This design comes from an exercise in tuning for small area and a short achievable clock period on the open sky130 flow, not from production work. Function was checked by simulation only, so behaviour that the tests miss may differ from the original. Power is estimated from default activity; no workload was simulated.

Design priority_scan_encoder, start of the top module:
module priority_scan_encoder #(
    parameter int WIDTH     = 256,
    parameter int IDXW      = $clog2(WIDTH),
    parameter bit MSB_FIRST = 1'b1
) (
    input  logic              clk,
    input  logic              rst_n,
    input  logic              in_valid,
    output logic              in_ready,
    input  logic [WIDTH-1:0]  in_vec,
    input  logic              abort,
    output logic              out_valid,
    input  logic              out_ready,
    output logic [IDXW-1:0]   out_index,
    output logic              out_last,
    output logic [IDXW:0]     out_remaining,
    output logic              zero_pulse
);
    localparam int NCUT = 23;
    logic             alive;       
    logic             busy;        
    logic             zp;          
    logic [WIDTH-1:0] pend;        
    logic [NCUT-1:0]  cq;          
    logic ps_1;
    logic ps_2;
    logic ps_3;
    logic ps_4;
    logic ps_5;
    logic ps_6;
    logic ps_7;
    logic ps_8;
    logic ps_9;
    logic ps_10;
    logic ps_11;
    logic ps_12;
    logic ps_13;
    logic ps_14;
    logic ps_15;
    logic ps_16;
    logic ps_17;
    logic ps_18;
    logic ps_19;
    logic ps_20;
    logic ps_21;
    logic ps_22;
    logic ps_23;
    logic ps_24;
    logic ps_25;
    logic ps_26;
    logic ps_27;
    logic ps_28;
    logic ps_29;
    logic ps_30;
    logic ps_31;
    logic ps_32;
    logic ps_33;
    logic ps_34;
    logic ps_35;
    logic ps_36;
    logic ps_37;
    logic ps_38;
    logic ps_39;
    logic ps_40;
    logic ps_41;
    logic ps_42;
    logic ps_43;
    logic ps_44;
    logic ps_45;
    logic ps_46;
    logic ps_47;
    logic ps_48;
    logic ps_49;
    logic ps_50;
    logic ps_51;
    logic ps_52;
    logic ps_53;
  ...
==> flow/config.mk <==
export PLATFORM = sky130hd
export DESIGN_NAME = priority_scan_encoder
export DESIGN_NICKNAME = priority_scan_encoder
export VERILOG_FILES = /design/flow/design.v
export SDC_FILE = /design/flow/constraint.sdc
export NUM_CORES = 4
export LEC_CHECK = 0
export CAP_MARGIN = 20
export CORE_MARGIN = 2
export CORE_UTILIZATION = 70
export SETUP_SLACK_MARGIN = 4.7
export SLEW_MARGIN = 20
export TNS_END_PERCENT = 100
==> flow/constraint.sdc <==
create_clock -name core_clock -period 10.0 [get_ports {clk}]
set_input_delay 2.0000 -clock core_clock [delete_from_list [all_inputs] [get_ports {clk}]]
set_output_delay 2.0000 -clock core_clock [all_outputs]
set_load 0.01 [all_outputs]
standard.sh (not shown) runs the stock make flow with config.mk's settings and CLKGATE_MAP_FILE= SYNTH_SCRIPT=/design/flow/synth_recipe.tcl, a recipe that flattens the netlist after the stock synthesis.
==> flow/flow/run.sh <==
#!/bin/bash
# The standard layout (standard.sh) with two changes:
#  * synthesis: yosys's synth runs with -noabc, so the early quick abc pass
#    does not restructure the popcount tree before full adders are extracted
#    (fewer inverters around the adder cells); everything else in the
#    synthesis script is unchanged, the final abc mapping included.
#  * port buffers are buf_2 cells (BUFFER_PORTS_ARGS) instead of the delay
#    cells the resizer picks by default.
set -euo pipefail
export SYNTH_ARGS=-noabc
export BUFFER_PORTS_ARGS="-inputs -outputs -buffer_cell sky130_fd_sc_hd__buf_2"
bash standard.sh > standard_flow.log 2>&1
The starting point ran to the end with no violations.
Next try:
- CORE_UTILIZATION: 70 -> 55
- SETUP_SLACK_MARGIN: 4.7 -> 4.2
What happened: Cell area fell by 2.8%. Count of clock-buffer cells in the layout is higher by 1. Worst hold slack degrades by 0.10 ns. Power is lower by 11%. Flip-flop and latch count is unchanged.
Next try:
- SETUP_SLACK_MARGIN: 4.2 -> 4.7
After rerunning: Utilization rises by 1.6 points; total power climbs by 6.3%; clock-buffer cell count decreases by 2; cell count goes up by 0.47%; wire length is higher by 1.5%; area after synthesis does not change; non-clock buffer count rose by 13; worst setup slack improves by 0.29 ns; hold slack gains 0.069 ns.


== run D ==
Starting RTL as in the previous note.
==> flow/config.mk <==
export PLATFORM = sky130hd
export DESIGN_NAME = priority_scan_encoder
export DESIGN_NICKNAME = priority_scan_encoder
export VERILOG_FILES = /design/flow/design.v
export SDC_FILE = /design/flow/constraint.sdc
export NUM_CORES = 4
export LEC_CHECK = 0
export CAP_MARGIN = 20
export CORE_MARGIN = 2
export CORE_UTILIZATION = 35
export SETUP_SLACK_MARGIN = 4.7
export SLEW_MARGIN = 20
export TNS_END_PERCENT = 100
==> flow/constraint.sdc <==
create_clock -name core_clock -period 10.0 [get_ports {clk}]
set_input_delay 2.0000 -clock core_clock [delete_from_list [all_inputs] [get_ports {clk}]]
set_output_delay 2.0000 -clock core_clock [all_outputs]
set_load 0.01 [all_outputs]
Scripts as last shown in full above: flow/flow/run.sh
Setup changes, run D to run X
Settings: CTS_BUF_LIST now sky130_fd_sc_hd__clkbuf_4 sky130_fd_sc_hd__clkbuf_8, previously not set.
## What came out
Setup slack deteriorates in run X relative to run D. The faster design of the two is run D; run X tops out lower. Proportion of cell area spent on the clock network: run X vs run D down 0.20 points. Re sequential element share of the synthesized area: no difference whatsoever between run X and run D. The final reports for run X and run D show portion of total power attributed to combinational logic higher in the former. Run X — total power 2.3% lower, run D as reference. Re area after synthesis: no difference whatsoever between run D and run X. Looking at part of the power in registers, run X sits 0.6 points above run D.

[separate check: timing with driven ports]
In the flow no input, the clock included, has a driving cell. The finished layouts below were timed again as built, in two steps. Step 1 sets driving cells, clkbuf_16 on the clock port and buf_2 on the other inputs (assumed; they add their load-dependent delay and slew). Step 2 also shifts input and output timing later by t, the mid clock arrival at the registers, as if the neighbouring blocks saw the same clock. Three values: ideal, step 1, step 2; two values: the first two.
run	shift t [ns]	setup slack, ns	slew at the worst register clock pin (ns)	worst data-port slew with drivers (ns)
the first run of note 1	0.603	4.387 / 4.345 / 3.805	0.06 / 0.06	0.08
the second run of note 1	0.624	4.216 / 4.251 / 3.627	0.06 / 0.06	0.09
the third run of note 1	0.623	4.503 / 4.527 / 3.910	0.07 / 0.07	0.07
run D	0.625	4.446 / 4.386 / 3.846	0.06 / 0.06	0.09
run X	0.726	4.378 / 4.321 / 3.824	0.07 / 0.07	0.08
After both steps every run listed still meets setup and hold. The setup slack of run D, which loses most, moves by -0.060 ns with the drivers and by -0.600 ns with both steps.
